Background: an optimization exercise with open tools, aiming at small area, a short achievable clock period and few clock cycles. Do not read the settings as production practice.
Power and IR drop assume default switching activity.

==> module mesh_top, before the edit <==
module mesh_top (
    input  logic        clock,
    input  logic        reset,
    input  logic        block_all_paths,
    input  logic [3:0]  req_valid,
    input  logic [71:0] req,
    output logic [3:0]  req_ready,
    output logic [3:0]  recv_valid,
    output logic [3:0]  recv_last,
    output logic [7:0]  recv_src,
    output logic [31:0] recv_data
);
    logic [3:0]      s_vld;
    logic [3:0]      s_last;
    logic [3:0]      s_pen;    
    logic [3:0][1:0] s_src;
    logic [3:0][7:0] s_data;
    logic [3:0][7:0] s_left;
    logic [3:0][3:0] take;
    logic [3:0]      ready;    
    logic [3:0]      one;
    logic [3:0]      two;      
    logic [3:0][3:0] want;     
    logic [3:0][3:0] grant;    
    logic [3:0]      load;
    logic [3:0]      free_next;
    function automatic [1:0] rank(input int s, input int d);
        case ((s - d) & 3)
            1:       rank = 2'd0;
            3:       rank = 2'd1;
            default: rank = 2'd2;
        endcase
    endfunction
    always_comb
    begin
        for (int s = 0; s < 4; s++)
        begin
            for (int d = 0; d < 4; d++)
            begin
                want[s][d] = (s != d) && req_valid[s] && !ready[s]
                             && req[18*s+16 +: 2] == d;
            end
        end
        for (int d = 0; d < 4; d++)
        begin
            load[d] = take[0][d] || take[1][d] || take[2][d] || take[3][d];
            free_next[d] = !load[d] && (!s_vld[d] || s_last[d] || s_pen[d]);
        end
        for (int s = 0; s < 4; s++)
        begin
            for (int d = 0; d < 4; d++)
            begin
                grant[s][d] = want[s][d] && free_next[d] && !block_all_paths;
                for (int o = 0; o < 4; o++)
                begin
                    if (rank(o, d) < rank(s, d) && want[o][d])
                        grant[s][d] = 1'b0;
                end
            end
        end
    end
    always_ff @(posedge clock)
    begin
        for (int s = 0; s < 4; s++)
        begin
            ready[s] <= !reset && |grant[s];
            one[s]   <= req[18*s+8 +: 8] == 8'd1;
            two[s]   <= req[18*s+8 +: 8] == 8'd2;
            for (int d = 0; d < 4; d++)
            begin
                if (s == d || reset)
                    take[s][d] <= 1'b0;
                else
                    take[s][d] <= grant[s][d];
            end
        end
    end
    always_ff @(posedge clock)
    begin
        for (int d = 0; d < 4; d++)
        begin
            logic       lv;
            logic       l1;
            logic       l2;
            logic [1:0] ls;
            logic [7:0] ll;
            logic [7:0] lf;
            lv = 1'b0;
            l1 = 1'b0;
            l2 = 1'b0;
            ls = 2'd0;
            ll = 8'd0;
            lf = 8'd0;
            for (int s = 0; s < 4; s++)
            begin
                if (take[s][d])
                begin
                    lv |= req_valid[s];
                    l1 |= one[s];
                    l2 |= two[s];
                    ls |= s[1:0];
                    ll |= req[18*s+8 +: 8];
                    lf |= req[18*s +: 8];
                end
            end
            if (reset)
            begin
                s_vld[d]  <= 1'b0;
                s_last[d] <= 1'b0;
                s_pen[d]  <= 1'b0;
            end
            else if (load[d])
            begin
                s_vld[d]  <= lv;
                s_last[d] <= lv && l1;
                s_pen[d]  <= lv && l2;
            end
            else if (s_last[d])
            begin
                s_vld[d]  <= 1'b0;
                s_last[d] <= 1'b0;
                s_pen[d]  <= 1'b0;
            end
            else if (s_vld[d])
            begin
                s_last[d] <= s_pen[d];
                s_pen[d]  <= s_left[d] == 8'd3;
            end
            if (load[d])
            begin
                s_src[d]  <= ls;
                s_data[d] <= lf;
                s_left[d] <= ll;
            end
            else
            begin
                s_data[d] <= s_data[d] + 8'd1;
                s_left[d] <= s_left[d] - 8'd1;
            end
        end
    end
    assign req_ready  = ready;
    assign recv_valid = s_vld;
    assign recv_last  = s_last;
    for (genvar d = 0; d < 4; d++)
    begin : g_out
        assign recv_src[2*d +: 2]  = s_src[d];
        assign recv_data[8*d +: 8] = s_data[d];
    end
endmodule
export LEC_CHECK = 0
export CAP_MARGIN = 20
export CORE_MARGIN = 2
export CORE_UTILIZATION = 40
export SETUP_SLACK_MARGIN = 2.2
export SLEW_MARGIN = 20
export TNS_END_PERCENT = 0
create_clock -name core_clock -period 3.8 [get_ports {clock}]
standard.sh (not shown) runs the stock make flow with config.mk's settings and CLKGATE_MAP_FILE= SYNTH_SCRIPT=/design/flow/synth_recipe.tcl, a recipe that flattens the netlist after the stock synthesis.
==> flow/flow/run.sh <==
#!/bin/bash
# Standard layout with two changes: every port is buffered by a plain buf_1
# (buffer_ports otherwise picks a slow clkdlybuf4s50_1), and clock tree
# synthesis adds no dummy load cells.
set -euo pipefail
bash standard.sh \
    "BUFFER_PORTS_ARGS=-buffer_cell sky130_fd_sc_hd__buf_1" \
    "CTS_ARGS=-sink_clustering_enable -repair_clock_nets -dont_use_dummy_load -buf_list sky130_fd_sc_hd__clkbuf_8" \
    finish > standard_flow.log 2>&1
==> next run, changes <==
--- a/flow/design.v
+++ b/flow/design.v
@@ -12,25 +12,15 @@
 );
     logic [3:0]      s_vld;
     logic [3:0]      s_last;
-    logic [3:0]      s_pen;    
     logic [3:0][1:0] s_src;
     logic [3:0][7:0] s_data;
     logic [3:0][7:0] s_left;
     logic [3:0][3:0] take;
     logic [3:0]      ready;    
-    logic [3:0]      one;
-    logic [3:0]      two;      
     logic [3:0][3:0] want;     
     logic [3:0][3:0] grant;    
     logic [3:0]      load;
     logic [3:0]      free_next;
-    function automatic [1:0] rank(input int s, input int d);
-        case ((s - d) & 3)
-            1:       rank = 2'd0;
-            3:       rank = 2'd1;
-            default: rank = 2'd2;
-        endcase
-    endfunction
     always_comb
     begin
         for (int s = 0; s < 4; s++)
@@ -44,16 +34,16 @@
         for (int d = 0; d < 4; d++)
         begin
             load[d] = take[0][d] || take[1][d] || take[2][d] || take[3][d];
-            free_next[d] = !load[d] && (!s_vld[d] || s_last[d] || s_pen[d]);
+            free_next[d] = !load[d] && (!s_vld[d] || s_last[d] || s_left[d] == 8'd2);
         end
         for (int s = 0; s < 4; s++)
         begin
             for (int d = 0; d < 4; d++)
             begin
                 grant[s][d] = want[s][d] && free_next[d] && !block_all_paths;
-                for (int o = 0; o < 4; o++)
+                for (int o = 0; o < s; o++)
                 begin
-                    if (rank(o, d) < rank(s, d) && want[o][d])
+                    if (want[o][d])
                         grant[s][d] = 1'b0;
                 end
             end
@@ -64,8 +54,6 @@
         for (int s = 0; s < 4; s++)
         begin
             ready[s] <= !reset && |grant[s];
-            one[s]   <= req[18*s+8 +: 8] == 8'd1;
-            two[s]   <= req[18*s+8 +: 8] == 8'd2;
             for (int d = 0; d < 4; d++)
             begin
                 if (s == d || reset)
@@ -81,13 +69,11 @@
         begin
             logic       lv;
             logic       l1;
-            logic       l2;
             logic [1:0] ls;
             logic [7:0] ll;
             logic [7:0] lf;
             lv = 1'b0;
             l1 = 1'b0;
-            l2 = 1'b0;
             ls = 2'd0;
             ll = 8'd0;
             lf = 8'd0;
@@ -96,8 +82,7 @@
                 if (take[s][d])
                 begin
                     lv |= req_valid[s];
-                    l1 |= one[s];
-                    l2 |= two[s];
+                    l1 |= req[18*s+8 +: 8] == 8'd1;
                     ls |= s[1:0];
                     ll |= req[18*s+8 +: 8];
                     lf |= req[18*s +: 8];
@@ -107,24 +92,20 @@
             begin
                 s_vld[d]  <= 1'b0;
                 s_last[d] <= 1'b0;
-                s_pen[d]  <= 1'b0;
             end
             else if (load[d])
             begin
                 s_vld[d]  <= lv;
                 s_last[d] <= lv && l1;
-                s_pen[d]  <= lv && l2;
             end
             else if (s_last[d])
             begin
                 s_vld[d]  <= 1'b0;
                 s_last[d] <= 1'b0;
-                s_pen[d]  <= 1'b0;
             end
             else if (s_vld[d])
             begin
-                s_last[d] <= s_pen[d];
-                s_pen[d]  <= s_left[d] == 8'd3;
+                s_last[d] <= s_left[d] == 8'd2;
             end
             if (load[d])
             begin
=> Maximum frequency went up by about 2.7%. Total power falls by about 2.4%. First-iteration DRC count goes down by about 25%. Clock power goes down by about 5%. Cell count drops by 7.3%. Sequential share of layout area shrinks by 2.1 points. Final area drops by about 5%. Global-route usage rises by 0.96 points.
No functional check of the RTL was part of any run of this note.


## nickel
mesh_top, a different RTL version from the one above (not shown whole).
Size in the first run: about 830 cells after synthesis, about 160 flip-flops, roughly 130 I/O pins, roughly 0.0086 mm^2 of cells after synthesis.
==> module mesh_top, before the edit <==
module mesh_top (
    input  logic        clock,
    input  logic        reset,
    input  logic        block_all_paths,
    input  logic [3:0]  req_valid,
    input  logic [71:0] req,
    output logic [3:0]  req_ready,
    output logic [3:0]  recv_valid,
    output logic [3:0]  recv_last,
    output logic [7:0]  recv_src,
    output logic [31:0] recv_data
);
    localparam int KEY_LSB = 3;
    logic [3:0]      held;
    logic [3:0][1:0] h_dst;
    logic [3:0][7:0] h_len;
    logic [3:0][7:0] h_first;
    logic [3:0]      s_vld;
    logic [3:0]      s_last;
    logic [3:0][1:0] s_src;
    logic [3:0][7:0] s_data;
    logic [3:0][7:0] s_left;
    logic [3:0]      sink_free;
    logic [3:0]      win;
    logic [3:0][3:0] beats;    
    always_comb
    begin
        for (int a = 0; a < 4; a++)
        begin
            for (int b = 0; b < 4; b++)
            begin
                if (a < b)
                    beats[a][b] = h_len[a][7:KEY_LSB] <= h_len[b][7:KEY_LSB];
                else if (a > b)
                    beats[a][b] = !(h_len[b][7:KEY_LSB] <= h_len[a][7:KEY_LSB]);
                else
                    beats[a][b] = 1'b0;
            end
        end
    end
    always_comb
    begin
        for (int d = 0; d < 4; d++)
        begin
            sink_free[d] = !s_vld[d] || s_last[d];
        end
        for (int s = 0; s < 4; s++)
        begin
            win[s] = held[s] && sink_free[h_dst[s]] && !block_all_paths;
            for (int o = 0; o < 4; o++)
            begin
                if (o != s && held[o] && h_dst[o] == h_dst[s] && beats[o][s])
                    win[s] = 1'b0;
            end
        end
    end
    always_ff @(posedge clock)
    begin
        for (int s = 0; s < 4; s++)
        begin
            if (reset)
                held[s] <= 1'b0;
            else if (!held[s])
                held[s] <= req_valid[s];
            else if (win[s])
                held[s] <= 1'b0;
            if (!held[s])
            begin
                h_dst[s]   <= req[18*s+16 +: 2];
                h_len[s]   <= req[18*s+8 +: 8];
                h_first[s] <= req[18*s +: 8];
            end
        end
    end
    always_ff @(posedge clock)
    begin
        for (int d = 0; d < 4; d++)
        begin
            logic       ld;
            logic [1:0] ls;
            logic [7:0] ll;
            logic [7:0] lf;
            ld = 1'b0;
            ls = 2'd0;
            ll = 8'd0;
            lf = 8'd0;
            for (int s = 0; s < 4; s++)
            begin
                if (win[s] && h_dst[s] == d)
                begin
                    ld = 1'b1;
                    ls |= s[1:0];
                    ll |= h_len[s];
                    lf |= h_first[s];
                end
            end
            if (reset)
            begin
                s_vld[d]  <= 1'b0;
                s_last[d] <= 1'b0;
            end
            else if (ld)
            begin
                s_vld[d]  <= 1'b1;
                s_last[d] <= ll == 8'd1;
            end
            else if (s_last[d])
            begin
                s_vld[d]  <= 1'b0;
                s_last[d] <= 1'b0;
            end
            else if (s_vld[d])
            begin
                s_last[d] <= s_left[d] == 8'd2;
            end
            if (ld)
            begin
                s_src[d]  <= ls;
                s_data[d] <= lf;
                s_left[d] <= ll;
            end
            else
            begin
                s_data[d] <= s_data[d] + 8'd1;
                s_left[d] <= s_left[d] - 8'd1;
            end
        end
    end
    assign req_ready  = ~held;
    assign recv_valid = s_vld;
    assign recv_last  = s_last;
    for (genvar d = 0; d < 4; d++)
    begin : g_out
        assign recv_src[2*d +: 2]  = s_src[d];
        assign recv_data[8*d +: 8] = s_data[d];
    end
endmodule
clock: 3.8 ns
lec_check: 0
cap_margin: 20
core_margin: 2
core_utilization: 40
slew_margin: 20
run.sh (not shown) runs the stock make flow with config.mk's settings and CLKGATE_MAP_FILE= SYNTH_SCRIPT=/design/flow/synth_recipe.tcl, a recipe that flattens the netlist after the stock synthesis.
Stock flow here: none of the scripts above is used.
Changes in indigo relative to nickel:
==> flow/design.v <==
module mesh_top (
    input  logic        clock,
    input  logic        reset,
    input  logic        block_all_paths,
    input  logic [3:0]  req_valid,
    input  logic [71:0] req,
    output logic [3:0]  req_ready,
    output logic [3:0]  recv_valid,
    output logic [3:0]  recv_last,
    output logic [7:0]  recv_src,
    output logic [31:0] recv_data
);
    logic [3:0]      s_vld;
    logic [3:0]      s_last;
    logic [3:0][1:0] s_src;
    logic [3:0][7:0] s_data;
    logic [3:0][7:0] s_left;
    logic [3:0]      sink_free;
    logic [3:0]      win;
    always_comb
    begin
        for (int d = 0; d < 4; d++)
        begin
            sink_free[d] = !s_vld[d] || s_last[d];
        end
        for (int s = 0; s < 4; s++)
        begin
            win[s] = req_valid[s] && sink_free[req[18*s+16 +: 2]] && !block_all_paths;
            for (int o = 0; o < s; o++)
            begin
                if (req_valid[o] && req[18*o+16 +: 2] == req[18*s+16 +: 2])
                    win[s] = 1'b0;
            end
        end
    end
    always_ff @(posedge clock)
    begin
        for (int d = 0; d < 4; d++)
        begin
            logic       ld;
            logic [1:0] ls;
            logic [7:0] ll;
            logic [7:0] lf;
            ld = 1'b0;
            ls = 2'd0;
            ll = 8'd0;
            lf = 8'd0;
            for (int s = 0; s < 4; s++)
            begin
                if (win[s] && req[18*s+16 +: 2] == d)
                begin
                    ld = 1'b1;
                    ls |= s[1:0];
                    ll |= req[18*s+8 +: 8];
                    lf |= req[18*s +: 8];
                end
            end
            if (reset)
            begin
                s_vld[d]  <= 1'b0;
                s_last[d] <= 1'b0;
            end
            else if (ld)
            begin
                s_vld[d]  <= 1'b1;
                s_last[d] <= ll == 8'd1;
            end
            else if (s_last[d])
            begin
                s_vld[d]  <= 1'b0;
                s_last[d] <= 1'b0;
            end
            else if (s_vld[d])
            begin
                s_last[d] <= s_left[d] == 8'd2;
            end
            if (ld)
            begin
                s_src[d]  <= ls;
                s_data[d] <= lf;
                s_left[d] <= ll;
            end
            else
            begin
                s_data[d] <= s_data[d] + 8'd1;
                s_left[d] <= s_left[d] - 8'd1;
            end
        end
    end
    assign req_ready  = win;
    assign recv_valid = s_vld;
    assign recv_last  = s_last;
    for (genvar d = 0; d < 4; d++)
    begin : g_out
        assign recv_src[2*d +: 2]  = s_src[d];
        assign recv_data[8*d +: 8] = s_data[d];
    end
endmodule
==> comparison <==
As far as maximum buffer depth of the clock tree goes, nickel and indigo are indistinguishable; the numbers are identical. Between indigo and nickel, the final-layout non-clock buffer area share is lower for nickel. Diff nickel -> indigo: cell count after placement moved down; global-route usage moved up; count of clock-buffer cells in the layout moved down; placed instance area moved down; sequential cell area in the final layout moved down. Sort indigo and nickel by worst hold slack, ascending, and nickel comes first. Taking nickel as the reference, in indigo utilization grew by 3.2 points; critical path required time shrank by 890 ps; x dimension of the die shrank by about 20%; number of well taps shrank by 99; shortest period the worst path allows grew by 35 ps.
No functional check of the RTL was part of any run of this note.

## afterwards: timing with drivers on the ports
In the flow no input, the clock included, has a driving cell. The finished layouts below were timed again as built, in two steps. Step 1 (the two cells are an assumption about what drives the block):
set clk [get_ports {clock}]
set_driving_cell -lib_cell sky130_fd_sc_hd__clkbuf_16 $clk
set_driving_cell -lib_cell sky130_fd_sc_hd__buf_2 [delete_from_list [all_inputs] $clk]
Step 2 adds t to the input delays and takes it off the output delays; t is the mean of the earliest and latest rising clock arrival at the registers after step 1. Input paths then give back, and output paths get back, about the clock's delay inside the block. Slacks: no drivers / after step 1 / after step 2; pairs: no drivers / after step 1.
run	t (ns)	setup WS [ns]	worst setup path at the end	worst slew at a driven data input, ns	pins driven straight from the clock port
the first run of note 1	0.411	2.062 / 2.033 / 1.668	input to register	0.07	1
the second run of note 1	0.394	2.108 / 2.090 / 1.725	input to register	0.05	1
nickel	0.474	0.266 / 0.266 / 0.266	register to register	0.05	1
indigo	0.384	0.231 / 0.209 / 0.175	input to register	0.06	1
After both steps setup and hold are still met in every run listed. For the first run of note 1, which loses most, drivers alone change the setup slack by -0.029 ns; drivers and shift together by -0.394 ns.
